Context: an optimization exercise on an open-source flow, tuned for small area. The choices shown serve that exercise and are no tape-out recipe. Function was checked by simulation only, so behaviour that the tests miss may differ from the original. Power figures rest on the tool's default switching activity, not on a simulated workload.

## run A
==> flow/design.v <==
`timescale 1ns/100ps
`default_nettype none
package alu_pipe_pkg;
    parameter int REG_ADDR_W = 5;
    parameter int NUM_REGS = 32;
    parameter int IMM_W = 16;
    typedef enum logic [2:0] {
        OP_NOP  = 3'd0,
        OP_ADD  = 3'd1,
        OP_SUB  = 3'd2,
        OP_AND  = 3'd3,
        OP_OR   = 3'd4,
        OP_XOR  = 3'd5,
        OP_ADDI = 3'd6,
        OP_BEQ  = 3'd7
    } opcode_e;
    typedef enum logic [1:0] {
        FWD_NONE = 2'd0,
        FWD_MEM  = 2'd1,
        FWD_WB   = 2'd2
    } fwd_sel_e;
    typedef struct packed {
        opcode_e                 opcode;
        logic [REG_ADDR_W-1:0]   rd;
        logic [REG_ADDR_W-1:0]   rs1;
        logic [REG_ADDR_W-1:0]   rs2;
        logic [IMM_W-1:0]        imm;
    } instr_t;
    typedef struct packed {
        logic                    valid;
        logic                    wr;
        logic [REG_ADDR_W-1:0]   rd;
        logic [31:0]             result;
    } stage_t;
    typedef struct packed {
        logic [REG_ADDR_W-1:0]   rd;
        logic [31:0]             value;
    } retire_t;
endpackage
`default_nettype wire
`timescale 1ns/100ps
`default_nettype none
module alu_pipe_top #(
    parameter int XLEN = 32
) (
    input  wire          clk,
    input  wire          rst_n,
    input  wire          in_valid,
    input  wire  [33:0]  in_instr,
    output logic         retire_valid,
    output logic [36:0]  retire
);
    localparam logic [2:0] OP_NOP  = 3'd0;
    localparam logic [2:0] OP_SUB  = 3'd2;
    localparam logic [2:0] OP_AND  = 3'd3;
    localparam logic [2:0] OP_OR   = 3'd4;
    localparam logic [2:0] OP_XOR  = 3'd5;
    localparam logic [2:0] OP_ADDI = 3'd6;
    localparam logic [2:0] OP_BEQ  = 3'd7;
    logic [2:0]  in_op;
    logic [15:0] in_ob;
    always_comb begin
        in_op = in_instr[33:31];
        if (!in_valid || (in_op != OP_BEQ && in_instr[30:26] == 5'd0))
            in_op = OP_NOP;
        in_ob = in_instr[15:0];
        if (in_instr[33:31] != OP_ADDI)
            in_ob[4:0] = in_instr[20:16];
    end
    logic [2:0]  s1_op, s2_op, s3_op;
    logic [4:0]  s1_rd, s2_rd, s3_rd;
    logic [4:0]  s1_rs, s2_rs, s3_rs;
    logic [15:0] s1_ob, s2_ob, s3_ob;
    logic        taken;
    always_ff @(posedge clk) begin
        s1_op <= rst_n ? in_op : OP_NOP;
        s2_op <= (rst_n && !taken) ? s1_op : OP_NOP;
        s3_op <= (rst_n && !taken) ? s2_op : OP_NOP;
        s1_rd <= in_instr[30:26];
        s1_rs <= in_instr[25:21];
        s1_ob <= in_ob;
        s2_rd <= s1_rd;
        s2_rs <= s1_rs;
        s2_ob <= s1_ob;
        s3_rd <= s2_rd;
        s3_rs <= s2_rs;
        s3_ob <= s2_ob;
    end
    logic [31:0] regs [1:31];
    logic [31:0] a, b;
    logic        w_valid;
    logic [4:0]  w_rd;
    logic [31:0] w_val;
    logic fwd_a, fwd_b;
    always_ff @(posedge clk) begin
        fwd_a <= we && s3_rd == s2_rs;
        fwd_b <= we && s3_rd == s2_ob[4:0];
    end
    always_comb begin
        a = w_val & {32{fwd_a}};
        b = w_val & {32{fwd_b}};
        for (int i = 1; i < 32; i++) begin
            a = a | (regs[i] & {32{!fwd_a && s3_rs == 5'(i)}});
            b = b | (regs[i] & {32{!fwd_b && s3_ob[4:0] == 5'(i)}});
        end
    end
    logic [31:0] y, addend, p, g, sum, res;
    logic        sub;
    assign sub    = s3_op == OP_SUB;
    assign y      = (s3_op == OP_ADDI) ? {{16{s3_ob[15]}}, s3_ob} : b;
    assign addend = sub ? ~y : y;
    assign p      = a ^ addend;
    assign g      = a & addend;
    logic [31:0] cg, cp;
    always_comb begin
        cg = g;
        cp = p;
        cg[0] = g[0] | (p[0] & sub);
        for (int l = 0; l < 5; l++) begin
            for (int i = 0; i < 32; i++) begin
                if (((i >> l) & 1) == 1) begin
                    cg[i] = cg[i] | (cp[i] & cg[((i >> l) << l) - 1]);
                    cp[i] = cp[i] & cp[((i >> l) << l) - 1];
                end
            end
        end
    end
    assign sum = p ^ {cg[30:0], sub};
    always_comb begin
        case (s3_op)
            OP_AND:  res = g;
            OP_OR:   res = p | g;
            OP_XOR:  res = p;
            default: res = sum;
        endcase
    end
    assign taken = s3_op == OP_BEQ && p == '0;
    logic        we;
    logic [31:0] wd;
    assign we = s3_op != OP_NOP && s3_op != OP_BEQ;
    assign wd = w_val & {32{rst_n}};
    always_ff @(posedge clk) begin
        w_valid <= rst_n && we;
        w_rd    <= s3_rd;
        w_val   <= res;
    end
    for (genvar i = 1; i < 32; i++) begin : g_reg
        always_ff @(posedge clk) begin
            if (!rst_n || (w_valid && w_rd == 5'(i)))
                regs[i] <= wd;
        end
    end
    assign retire_valid = w_valid;
    assign retire       = {w_rd, w_val};
endmodule
`default_nettype wire
export LEC_CHECK = 0
export CAP_MARGIN = 20
export CORE_MARGIN = 2
export CORE_UTILIZATION = 40
export SETUP_SLACK_MARGIN = 0.1
export SLEW_MARGIN = 20
create_clock -name core_clock -period 6.0 [get_ports {clk}]
standard.sh (not shown) runs the stock make flow with config.mk's settings and CLKGATE_MAP_FILE= SYNTH_SCRIPT=/design/flow/synth_recipe.tcl, a recipe that flattens the netlist after the stock synthesis.
==> flow/flow/run.sh <==
#!/bin/bash
# Standard layout (the standard.sh, standard synthesis unchanged) with two
# changes: a clock tree of clkbuf_8 leaves without dummy loads, and port
# buffers of the smallest buffer cell. Full tool output goes to standard.log
# here and to ORFS's own logs under orfs/logs.
set -euo pipefail
CTS="-sink_clustering_enable -repair_clock_nets -dont_use_dummy_load"
CTS="$CTS -buf_list sky130_fd_sc_hd__clkbuf_8"
CTS="$CTS -sink_clustering_size 12 -sink_clustering_max_diameter 60"
bash standard.sh "CTS_ARGS=$CTS" \
    "BUFFER_PORTS_ARGS=-buffer_cell sky130_fd_sc_hd__buf_1" \
    finish > standard.log 2>&1
### run A -> run B
--- a/flow/design.v
+++ b/flow/design.v
@@ -102,41 +102,25 @@
         for (int i = 1; i < 32; i++) begin
             a = a | (regs[i] & {32{!fwd_a && s3_rs == 5'(i)}});
             b = b | (regs[i] & {32{!fwd_b && s3_ob[4:0] == 5'(i)}});
         end
     end
-    logic [31:0] y, addend, p, g, sum, res;
+    logic [31:0] y, addend, sum, res;
     logic        sub;
     assign sub    = s3_op == OP_SUB;
     assign y      = (s3_op == OP_ADDI) ? {{16{s3_ob[15]}}, s3_ob} : b;
     assign addend = sub ? ~y : y;
-    assign p      = a ^ addend;
-    assign g      = a & addend;
-    logic [31:0] cg, cp;
-    always_comb begin
-        cg = g;
-        cp = p;
-        cg[0] = g[0] | (p[0] & sub);
-        for (int l = 0; l < 5; l++) begin
-            for (int i = 0; i < 32; i++) begin
-                if (((i >> l) & 1) == 1) begin
-                    cg[i] = cg[i] | (cp[i] & cg[((i >> l) << l) - 1]);
-                    cp[i] = cp[i] & cp[((i >> l) << l) - 1];
-                end
-            end
-        end
-    end
-    assign sum = p ^ {cg[30:0], sub};
+    assign sum    = a + addend + {31'd0, sub};
     always_comb begin
         case (s3_op)
-            OP_AND:  res = g;
-            OP_OR:   res = p | g;
-            OP_XOR:  res = p;
+            OP_AND:  res = a & b;
+            OP_OR:   res = a | b;
+            OP_XOR:  res = a ^ b;
             default: res = sum;
         endcase
     end
-    assign taken = s3_op == OP_BEQ && p == '0;
+    assign taken = s3_op == OP_BEQ && a == b;
     logic        we;
     logic [31:0] wd;
     assign we = s3_op != OP_NOP && s3_op != OP_BEQ;
     assign wd = w_val & {32{rst_n}};
     always_ff @(posedge clk) begin
Findings:
Combined global-route utilization of all metal layers was higher in the run labelled run B.
Of the two values seen for slowest stage cell on the critical path, or4_1 was produced by run B and nor2_4 by run A.
Run B vs run A — count of buffers not belonging to the clock network in the layout climbed by more than 10%
Diff run A -> run B: amount of wire on met2 after detailed routing went up 8.6%, number of rows created at floorplan higher.
Going from run A to run B, sequential fraction of the synthesis area shrinks by 2.0 points.
Run A has lower synthesized instance count than run B.
Note that the tapcell count recorded for run A amounts to 0.945 times the value seen in run B.
Re area growth from synthesis to layout: run B is 1.0 points up on run A.
Compared with run A, in run B achievable frequency has increased; proportion of power drawn by the clock network has decreased.
Compared with run A, run B shows a global-route wire length before repair that is about 5% higher.
Run A has a lower area of the mapped netlist than run B.

## re-timing with driven ports
How much do the figures lean on ideal ports? The routed layouts below were timed once more, with nothing changed but the port constraints.
Step 1 assumes that a clkbuf_16 drives the clock port and a buf_2 every other input.
Step 2 also shifts input and output timing later by t, the mid clock arrival at the registers, as if the neighbouring blocks saw the same clock.
Three values: ideal, step 1, step 2; two values: the first two.
run	shift t [ns]	setup WS [ns]	worst setup path after step 2
run A	0.861	0.233 / 0.233 / 0.233	register to register
run B	0.868	0.272 / 0.272 / 0.272	register to register
After both steps every run listed still meets setup and hold.
